Context: an optimization exercise on an open-source flow, tuned for small area, a short achievable clock period and few clock cycles per item. The choices shown serve that exercise and are no tape-out recipe.
Where RTL was checked, it was by simulation tests only, not by an equivalence proof against the original.
Power figures rest on the tool's default switching activity, not on a simulated workload.

// link_reconnect_backoff_controller
module link_reconnect_backoff_controller (
    input  logic                          clk,
    input  logic                          rst_n,
    input  logic                          cfg_wr_en,
    input  logic [lrb_pkg::CFG_IDX_W-1:0] cfg_index,
    input  logic [lrb_pkg::MS_W-1:0]      cfg_wr_data,
    input  logic                          items_valid,
    output logic                          items_ready,
    input  logic [2:0]                    items_mode,
    input  logic [lrb_pkg::TIME_W-1:0]    items_now_ms,
    input  logic                          items_link_up,
    input  logic                          items_have_credentials,
    input  logic                          items_scan_busy,
    output logic                          results_valid,
    input  logic                          results_ready,
    output logic                          results_cmd_connect,
    output logic                          results_cmd_disconnect,
    output logic                          results_notify_up,
    output logic                          results_notify_down,
    output logic                          results_attempt_active,
    output logic [lrb_pkg::TIME_W-1:0]    results_event_epoch,
    output logic [lrb_pkg::MS_W-1:0]      results_current_backoff_ms
);
For scale: roughly 1500 cells after synthesis.
clock: 7.5 ns
lec_check: 0
cap_margin: 20
core_margin: 2
core_utilization: 40
setup_slack_margin: 3
slew_margin: 20
standard.sh (not shown) runs the stock make flow with config.mk's settings and CLKGATE_MAP_FILE= SYNTH_SCRIPT=/design/flow/synth_recipe.tcl, a recipe that flattens the netlist after the stock synthesis.
==> flow/flow/run.sh <==
#!/bin/bash
# The standard layout, with the smallest plain buffer as the port buffer (every port is
# still buffered; the standard flow picks a delay cell, and the footprint-matched resizing
# then keeps that footprint).
set -euo pipefail
export BUFFER_PORTS_ARGS="-buffer_cell sky130_fd_sc_hd__buf_1"
bash standard.sh > standard.log 2>&1
The starting point completed with no timing, DRC or antenna violations.
Testbench counts at the start, summed over its fixed seeds: cycles 12,016, items 12,000.
Next try:
--- a/flow/design.v
+++ b/flow/design.v
@@ -6,19 +6,19 @@
     localparam logic [2:0] MODE_LINK_UP = 3'd1;
     localparam logic [2:0] MODE_LINK_DOWN = 3'd2;
     localparam logic [2:0] MODE_RECONNECT = 3'd3;
     localparam logic [2:0] MODE_START_FAILED = 3'd4;
     localparam logic [CFG_IDX_W-1:0] CFG_INITIAL_RETRY = 2'd0;
     localparam logic [CFG_IDX_W-1:0] CFG_MAX_RETRY = 2'd1;
     localparam logic [CFG_IDX_W-1:0] CFG_ATTEMPT_TIMEOUT = 2'd2;
     localparam logic [CFG_IDX_W-1:0] CFG_SETTLE = 2'd3;
     typedef struct packed {
-        logic [2:0]        mode;
+        logic [4:0]        mode_oh;
         logic [TIME_W-1:0] now_ms;
         logic              link_up;
         logic              have_credentials;
         logic              scan_busy;
     } lrb_item_t;
     typedef struct packed {
         logic [MS_W-1:0] initial_retry_ms;
         logic [MS_W-1:0] max_retry_ms;
         logic [MS_W-1:0] attempt_timeout_ms;
@@ -51,19 +51,19 @@
                 lrb_pkg::CFG_ATTEMPT_TIMEOUT: cfg_reg.attempt_timeout_ms <= wr_data;
                 lrb_pkg::CFG_SETTLE: cfg_reg.settle_ms <= wr_data;
                 default: cfg_reg <= cfg_reg;
             endcase
         end
     end
     assign cfg = cfg_reg;
 endmodule
 module lrb_step (
-    input  logic [2:0]  mode,
+    input  logic [4:0]  mode_oh,
     input  logic [31:0] now,
     input  logic        link_up,
     input  logic        have_credentials,
     input  logic        scan_busy,
     input  logic        rr,
     input  logic        att,
     input  logic        rp,
     input  logic        wu,
     input  logic        ntv,
@@ -114,23 +114,19 @@
     logic        csa_k;
     logic        timed_out;
     logic        late;
     logic [31:0] dbl;
     logic [30:0] bo_sched;
     logic        active;
     logic        t_ok, t_rr_go, t_rp, t_att, t_idle, d_s, f_s;
     logic        conn0, conn1, sched0, sched1, sched;
     logic        clr, tm_sum;
-    assign m_tick  = (mode == lrb_pkg::MODE_TICK);
-    assign m_up    = (mode == lrb_pkg::MODE_LINK_UP);
-    assign m_down  = (mode == lrb_pkg::MODE_LINK_DOWN);
-    assign m_recon = (mode == lrb_pkg::MODE_RECONNECT);
-    assign m_fail  = (mode == lrb_pkg::MODE_START_FAILED);
+    assign {m_fail, m_recon, m_down, m_up, m_tick} = mode_oh;
     assign active = att || link_up;
     assign add_a = m_fail ? tm : now;
     assign add_b = (m_tick && rr) ? (active ? cfg.settle_ms : 31'd0) : bo;
     assign sum   = add_a + {1'b0, add_b};
     assign ntm     = ~tm;
     assign c31     = carry_out({1'b0, now[30:0] & ntm[30:0]}, {1'b1, now[30:0] | ntm[30:0]}, 1'b1);
     assign no_wrap = carry_out(now & ntm, now | ntm, 1'b1);
     assign reached = !(now[31] ^ ntm[31] ^ c31);
     assign tmo_n     = ~{1'b0, cfg.attempt_timeout_ms};
@@ -215,19 +211,19 @@
         .clk      (clk),
         .rst_n    (rst_n),
         .wr_en    (cfg_wr_en),
         .wr_index (cfg_index),
         .wr_data  (cfg_wr_data),
         .cfg      (cfg)
     );
     assign settle_zero = (cfg.settle_ms == '0);
     lrb_step u_step (
-        .mode             (s1_item_reg.mode),
+        .mode_oh          (s1_item_reg.mode_oh),
         .now              (s1_item_reg.now_ms),
         .link_up          (s1_item_reg.link_up),
         .have_credentials (s1_item_reg.have_credentials),
         .scan_busy        (s1_item_reg.scan_busy),
         .rr               (rr_reg),
         .att              (att_reg),
         .rp               (rp_reg),
         .wu               (wu_reg),
         .ntv              (ntv_reg),
@@ -249,19 +245,23 @@
         .nup              (nup),
         .ndown            (ndown)
     );
     assign advance = s1_valid_reg && (!out_valid_reg || results_ready);
     assign items_ready = !s1_valid_reg || advance;
     always_ff @(posedge clk)
     begin
         if (items_valid && items_ready)
         begin
-            s1_item_reg.mode <= items_mode;
+            s1_item_reg.mode_oh <= {items_mode == lrb_pkg::MODE_START_FAILED,
+                                    items_mode == lrb_pkg::MODE_RECONNECT,
+                                    items_mode == lrb_pkg::MODE_LINK_DOWN,
+                                    items_mode == lrb_pkg::MODE_LINK_UP,
+                                    items_mode == lrb_pkg::MODE_TICK};
             s1_item_reg.now_ms <= items_now_ms;
             s1_item_reg.link_up <= items_link_up;
             s1_item_reg.have_credentials <= items_have_credentials;
             s1_item_reg.scan_busy <= items_scan_busy;
         end
         if (advance)
         begin
             cmd_reg <= {conn, disc, nup, ndown};
             tm_reg <= tm_n;
The changed run went through all stages and came out clean.
Clock power climbs by about 7%.
Maximum frequency drops by 1.1%.
Via count climbs by 1.1%.
Setup slack gets worse by 0.049 ns.
Cell area climbs by 0.52%.
Worst hold slack is about the same.
Synthesized area climbs by 0.60%.
Only the layout flow was run in the second run of this note; the RTL was not checked for function there.

========
The RTL this note starts from:
==> flow/design.v <==
package lrb_pkg;
    localparam int unsigned TIME_W = 32;
    localparam int unsigned MS_W = 31;
    localparam int unsigned CFG_IDX_W = 2;
    localparam logic [2:0] MODE_TICK = 3'd0;
    localparam logic [2:0] MODE_LINK_UP = 3'd1;
    localparam logic [2:0] MODE_LINK_DOWN = 3'd2;
    localparam logic [2:0] MODE_RECONNECT = 3'd3;
    localparam logic [2:0] MODE_START_FAILED = 3'd4;
    localparam logic [CFG_IDX_W-1:0] CFG_INITIAL_RETRY = 2'd0;
    localparam logic [CFG_IDX_W-1:0] CFG_MAX_RETRY = 2'd1;
    localparam logic [CFG_IDX_W-1:0] CFG_ATTEMPT_TIMEOUT = 2'd2;
    localparam logic [CFG_IDX_W-1:0] CFG_SETTLE = 2'd3;
    typedef struct packed {
        logic [2:0]        mode;
        logic [TIME_W-1:0] now_ms;
        logic              link_up;
        logic              have_credentials;
        logic              scan_busy;
    } lrb_item_t;
    typedef struct packed {
        logic [MS_W-1:0] initial_retry_ms;
        logic [MS_W-1:0] max_retry_ms;
        logic [MS_W-1:0] attempt_timeout_ms;
        logic [MS_W-1:0] settle_ms;
    } lrb_cfg_t;
endpackage
module lrb_cfg_regs (
    input  logic                          clk,
    input  logic                          rst_n,
    input  logic                          wr_en,
    input  logic [lrb_pkg::CFG_IDX_W-1:0] wr_index,
    input  logic [lrb_pkg::MS_W-1:0]      wr_data,
    output lrb_pkg::lrb_cfg_t             cfg
);
    lrb_pkg::lrb_cfg_t cfg_reg;
    always_ff @(posedge clk or negedge rst_n)
    begin
        if (!rst_n)
        begin
            cfg_reg.initial_retry_ms <= lrb_pkg::MS_W'(1000);
            cfg_reg.max_retry_ms <= lrb_pkg::MS_W'(60000);
            cfg_reg.attempt_timeout_ms <= lrb_pkg::MS_W'(15000);
            cfg_reg.settle_ms <= lrb_pkg::MS_W'(500);
        end
        else if (wr_en)
        begin
            case (wr_index)
                lrb_pkg::CFG_INITIAL_RETRY: cfg_reg.initial_retry_ms <= wr_data;
                lrb_pkg::CFG_MAX_RETRY: cfg_reg.max_retry_ms <= wr_data;
                lrb_pkg::CFG_ATTEMPT_TIMEOUT: cfg_reg.attempt_timeout_ms <= wr_data;
                lrb_pkg::CFG_SETTLE: cfg_reg.settle_ms <= wr_data;
                default: cfg_reg <= cfg_reg;
            endcase
        end
    end
    assign cfg = cfg_reg;
endmodule
module lrb_step (
    input  logic [2:0]  mode,
    input  logic [31:0] now,
    input  logic        link_up,
    input  logic        have_credentials,
    input  logic        scan_busy,
    input  logic        rr,
    input  logic        att,
    input  logic        rp,
    input  logic        wu,
    input  logic        ntv,
    input  logic [30:0] bo,
    input  logic [31:0] tm,
    input  logic [31:0] ep,
    input  lrb_pkg::lrb_cfg_t cfg,
    input  logic        settle_zero,
    output logic        rr_n,
    output logic        att_n,
    output logic        rp_n,
    output logic        wu_n,
    output logic        ntv_n,
    output logic [30:0] bo_n,
    output logic [31:0] tm_n,
    output logic [31:0] ep_n,
    output logic        conn,
    output logic        disc,
    output logic        nup,
    output logic        ndown
);
    logic        m_tick, m_up, m_down, m_recon, m_fail;
    logic [31:0] add_a;
    logic [30:0] add_b;
    logic [31:0] sum;
    logic [31:0] diff;
    logic        reached;
    logic        timed_out;
    logic        no_wrap;
    logic [31:0] tmo_n;
    logic [31:0] csa_s;
    logic [31:0] csa_c;
    logic [33:0] age_sum;
    logic [31:0] dbl;
    logic [30:0] bo_sched;
    logic        active;
    assign m_tick  = (mode == lrb_pkg::MODE_TICK);
    assign m_up    = (mode == lrb_pkg::MODE_LINK_UP);
    assign m_down  = (mode == lrb_pkg::MODE_LINK_DOWN);
    assign m_recon = (mode == lrb_pkg::MODE_RECONNECT);
    assign m_fail  = (mode == lrb_pkg::MODE_START_FAILED);
    assign active = att || link_up;
    assign add_a = m_fail ? tm : now;
    assign add_b = (m_tick && rr) ? (active ? cfg.settle_ms : 31'd0) : bo;
    assign sum   = add_a + {1'b0, add_b};
    assign {no_wrap, diff} = {1'b0, now} + {1'b0, ~tm} + 33'd1;
    assign reached = !diff[31];
    assign tmo_n     = ~{1'b0, cfg.attempt_timeout_ms};
    assign csa_s     = now ^ ~tm ^ tmo_n;
    assign csa_c     = (now & ~tm) | (now & tmo_n) | (~tm & tmo_n);
    assign age_sum   = {2'b00, csa_s} + {1'b0, csa_c, 1'b0} + 34'd2;
    assign timed_out = age_sum[33] || (age_sum[32] && !no_wrap);
    assign dbl      = {bo, 1'b0};
    assign bo_sched = (dbl < {1'b0, cfg.max_retry_ms}) ? dbl[30:0] : cfg.max_retry_ms;
    always_comb
    begin
        rr_n = rr;
        att_n = att;
        rp_n = rp;
        wu_n = wu;
        ntv_n = ntv;
        bo_n = bo;
        tm_n = tm;
        ep_n = ep;
        conn = 1'b0;
        disc = 1'b0;
        nup = 1'b0;
        ndown = 1'b0;
        if (m_tick)
        begin
            rr_n = 1'b0;
            if (rr)
            begin
                att_n = 1'b0;
                rp_n = 1'b1;
                bo_n = cfg.initial_retry_ms;
                ntv_n = 1'b0;
                disc = active;
                tm_n = sum;
            end
            if (!have_credentials)
            begin
                att_n = 1'b0;
                rp_n = 1'b0;
                ntv_n = 1'b0;
            end
            else if (link_up)
            begin
            end
            else if (rr || rp)
            begin
                if (!scan_busy && (rr ? (!att || settle_zero) : reached))
                begin
                    rp_n = 1'b0;
                    att_n = 1'b1;
                    tm_n = now;
                    ntv_n = 1'b0;
                    conn = 1'b1;
                end
            end
            else if (att)
            begin
                if (timed_out)
                begin
                    disc = 1'b1;
                    att_n = 1'b0;
                    tm_n = sum;
                    ntv_n = 1'b1;
                    bo_n = bo_sched;
                end
            end
            else if (!ntv || reached)
            begin
                att_n = 1'b1;
                tm_n = now;
                ntv_n = 1'b0;
                conn = 1'b1;
            end
        end
        else if (m_up)
        begin
            ep_n = ep + 32'd1;
            att_n = 1'b0;
            rp_n = 1'b0;
            ntv_n = 1'b0;
            bo_n = cfg.initial_retry_ms;
            nup = !wu;
            wu_n = 1'b1;
        end
        else if (m_down)
        begin
            ep_n = ep + 32'd1;
            att_n = 1'b0;
            ndown = wu;
            wu_n = 1'b0;
            if (have_credentials && !rp && !(ntv && !reached))
            begin
                tm_n = sum;
                ntv_n = 1'b1;
                bo_n = bo_sched;
            end
        end
        else if (m_recon)
        begin
            rr_n = 1'b1;
        end
        else if (m_fail)
        begin
            if (att)
            begin
                att_n = 1'b0;
                tm_n = sum;
                ntv_n = 1'b1;
                bo_n = bo_sched;
            end
        end
    end
endmodule
module link_reconnect_backoff_controller (
    input  logic                          clk,
    input  logic                          rst_n,
    input  logic                          cfg_wr_en,
    input  logic [lrb_pkg::CFG_IDX_W-1:0] cfg_index,
    input  logic [lrb_pkg::MS_W-1:0]      cfg_wr_data,
    input  logic                          items_valid,
    output logic                          items_ready,
    input  logic [2:0]                    items_mode,
    input  logic [lrb_pkg::TIME_W-1:0]    items_now_ms,
    input  logic                          items_link_up,
    input  logic                          items_have_credentials,
    input  logic                          items_scan_busy,
    output logic                          results_valid,
    input  logic                          results_ready,
    output logic                          results_cmd_connect,
    output logic                          results_cmd_disconnect,
    output logic                          results_notify_up,
    output logic                          results_notify_down,
    output logic                          results_attempt_active,
    output logic [lrb_pkg::TIME_W-1:0]    results_event_epoch,
    output logic [lrb_pkg::MS_W-1:0]      results_current_backoff_ms
);
    lrb_pkg::lrb_cfg_t  cfg;
    logic        out_valid_reg;
    logic        advance;
    logic        settle_zero;
    logic        rr_reg, att_reg, rp_reg, wu_reg, ntv_reg;
    logic [30:0] bo_reg;
    logic [31:0] tm_reg;
    logic [31:0] ep_reg;
    logic        rr_n, att_n, rp_n, wu_n, ntv_n;
    logic [30:0] bo_n;
    logic [31:0] tm_n;
    logic [31:0] ep_n;
    logic        conn, disc, nup, ndown;
    logic [3:0]  cmd_reg;
    lrb_cfg_regs u_cfg (
        .clk      (clk),
        .rst_n    (rst_n),
        .wr_en    (cfg_wr_en),
        .wr_index (cfg_index),
        .wr_data  (cfg_wr_data),
        .cfg      (cfg)
    );
    assign settle_zero = (cfg.settle_ms == '0);
    lrb_step u_step (
        .mode             (items_mode),
        .now              (items_now_ms),
        .link_up          (items_link_up),
        .have_credentials (items_have_credentials),
        .scan_busy        (items_scan_busy),
        .rr               (rr_reg),
        .att              (att_reg),
        .rp               (rp_reg),
        .wu               (wu_reg),
        .ntv              (ntv_reg),
        .bo               (bo_reg),
        .tm               (tm_reg),
        .ep               (ep_reg),
        .cfg              (cfg),
        .settle_zero      (settle_zero),
        .rr_n             (rr_n),
        .att_n            (att_n),
        .rp_n             (rp_n),
        .wu_n             (wu_n),
        .ntv_n            (ntv_n),
        .bo_n             (bo_n),
        .tm_n             (tm_n),
        .ep_n             (ep_n),
        .conn             (conn),
        .disc             (disc),
        .nup              (nup),
        .ndown            (ndown)
    );
    assign items_ready = !out_valid_reg || results_ready;
    assign advance = items_valid && items_ready;
    always_ff @(posedge clk)
    begin
        if (advance)
        begin
            cmd_reg <= {conn, disc, nup, ndown};
            tm_reg <= tm_n;
        end
    end
    always_ff @(posedge clk or negedge rst_n)
    begin
        if (!rst_n)
        begin
            out_valid_reg <= 1'b0;
            rr_reg <= 1'b1;
            att_reg <= 1'b0;
            rp_reg <= 1'b0;
            wu_reg <= 1'b0;
            ntv_reg <= 1'b0;
            bo_reg <= '0;
            ep_reg <= '0;
        end
        else
        begin
            if (advance)
            begin
                out_valid_reg <= 1'b1;
                rr_reg <= rr_n;
                att_reg <= att_n;
                rp_reg <= rp_n;
                wu_reg <= wu_n;
                ntv_reg <= ntv_n;
                bo_reg <= bo_n;
                ep_reg <= ep_n;
            end
            else if (results_ready)
            begin
                out_valid_reg <= 1'b0;
            end
        end
    end
    assign results_valid = out_valid_reg;
    assign results_cmd_connect = cmd_reg[3];
    assign results_cmd_disconnect = cmd_reg[2];
    assign results_notify_up = cmd_reg[1];
    assign results_notify_down = cmd_reg[0];
    assign results_attempt_active = att_reg;
    assign results_event_epoch = ep_reg;
    assign results_current_backoff_ms = bo_reg;
endmodule
Settings: LEC_CHECK=0, CAP_MARGIN=20, CORE_MARGIN=2, CORE_UTILIZATION=40, SETUP_SLACK_MARGIN=3, SLEW_MARGIN=20; clock period 7.5 ns.
run.sh (not shown) runs the stock make flow with config.mk's settings and CLKGATE_MAP_FILE= SYNTH_SCRIPT=/design/flow/synth_recipe.tcl, a recipe that flattens the netlist after the stock synthesis.
Stock flow here: none of the scripts above is used.
==> next run, changes <==
--- a/flow/design.v
+++ b/flow/design.v
@@ -243,12 +243,14 @@
     output logic                          results_notify_down,
     output logic                          results_attempt_active,
     output logic [lrb_pkg::TIME_W-1:0]    results_event_epoch,
     output logic [lrb_pkg::MS_W-1:0]      results_current_backoff_ms
 );
     lrb_pkg::lrb_cfg_t  cfg;
+    lrb_pkg::lrb_item_t s1_item_reg;
+    logic        s1_valid_reg;
     logic        out_valid_reg;
     logic        advance;
     logic        settle_zero;
     logic        rr_reg, att_reg, rp_reg, wu_reg, ntv_reg;
     logic [30:0] bo_reg;
     logic [31:0] tm_reg;
@@ -266,17 +268,17 @@
         .wr_index (cfg_index),
         .wr_data  (cfg_wr_data),
         .cfg      (cfg)
     );
     assign settle_zero = (cfg.settle_ms == '0);
     lrb_step u_step (
-        .mode             (items_mode),
-        .now              (items_now_ms),
-        .link_up          (items_link_up),
-        .have_credentials (items_have_credentials),
-        .scan_busy        (items_scan_busy),
+        .mode             (s1_item_reg.mode),
+        .now              (s1_item_reg.now_ms),
+        .link_up          (s1_item_reg.link_up),
+        .have_credentials (s1_item_reg.have_credentials),
+        .scan_busy        (s1_item_reg.scan_busy),
         .rr               (rr_reg),
         .att              (att_reg),
         .rp               (rp_reg),
         .wu               (wu_reg),
         .ntv              (ntv_reg),
         .bo               (bo_reg),
@@ -294,37 +296,50 @@
         .ep_n             (ep_n),
         .conn             (conn),
         .disc             (disc),
         .nup              (nup),
         .ndown            (ndown)
     );
-    assign items_ready = !out_valid_reg || results_ready;
-    assign advance = items_valid && items_ready;
+    assign advance = s1_valid_reg && (!out_valid_reg || results_ready);
+    assign items_ready = !s1_valid_reg || advance;
     always_ff @(posedge clk)
     begin
+        if (items_valid && items_ready)
+        begin
+            s1_item_reg.mode <= items_mode;
+            s1_item_reg.now_ms <= items_now_ms;
+            s1_item_reg.link_up <= items_link_up;
+            s1_item_reg.have_credentials <= items_have_credentials;
+            s1_item_reg.scan_busy <= items_scan_busy;
+        end
         if (advance)
         begin
             cmd_reg <= {conn, disc, nup, ndown};
             tm_reg <= tm_n;
         end
     end
     always_ff @(posedge clk or negedge rst_n)
     begin
         if (!rst_n)
         begin
+            s1_valid_reg <= 1'b0;
             out_valid_reg <= 1'b0;
             rr_reg <= 1'b1;
             att_reg <= 1'b0;
             rp_reg <= 1'b0;
             wu_reg <= 1'b0;
             ntv_reg <= 1'b0;
             bo_reg <= '0;
             ep_reg <= '0;
         end
         else
         begin
+            if (items_ready)
+            begin
+                s1_valid_reg <= items_valid;
+            end
             if (advance)
             begin
                 out_valid_reg <= 1'b1;
                 rr_reg <= rr_n;
                 att_reg <= att_n;
                 rp_reg <= rp_n;
Outcome:
- The new run ran to the end with no violations
- synthesized cell count increases by 8.4%
- setup slack improves by 0.29 ns
- clock skew decreases by 0.0056 ns
- power increases by about 17%
- via count increases by 9.1%
No functional check of the RTL was part of any run of this note.

separate check: timing with driven ports:
No port has a modelled driver above. Below, the same layouts with a new extraction and two added sets of constraints.
Step 1 assumes that a clkbuf_16 drives the clock port and a buf_2 every other input.
Step 2 adds t to the input delays and takes it off the output delays; t is the mean of the earliest and latest rising clock arrival at the registers after step 1. Input paths then give back, and output paths get back, about the clock's delay inside the block.
Slacks: ideal / step 1 / step 2; pairs: ideal / step 1.
run | t (ns) | setup slack, ns | worst setup path after step 2 | worst slew at a driven data input, ns
the first run of note 1 | 0.577 | 2.921 / 2.921 / 2.921 | register to register | 0.06
the second run of note 1 | 0.580 | 2.872 / 2.872 / 2.872 | register to register | 0.09
the first run of note 2 | 0.615 | 2.751 / 2.748 / 2.132 | input to register | 0.08
the second run of note 2 | 0.598 | 3.038 / 3.038 / 2.991 | input to register | 0.07
After both steps setup and hold are still met in every run listed. The setup slack of the first run of note 2, which loses most, moves by -0.003 ns with the drivers and by -0.619 ns with both steps.
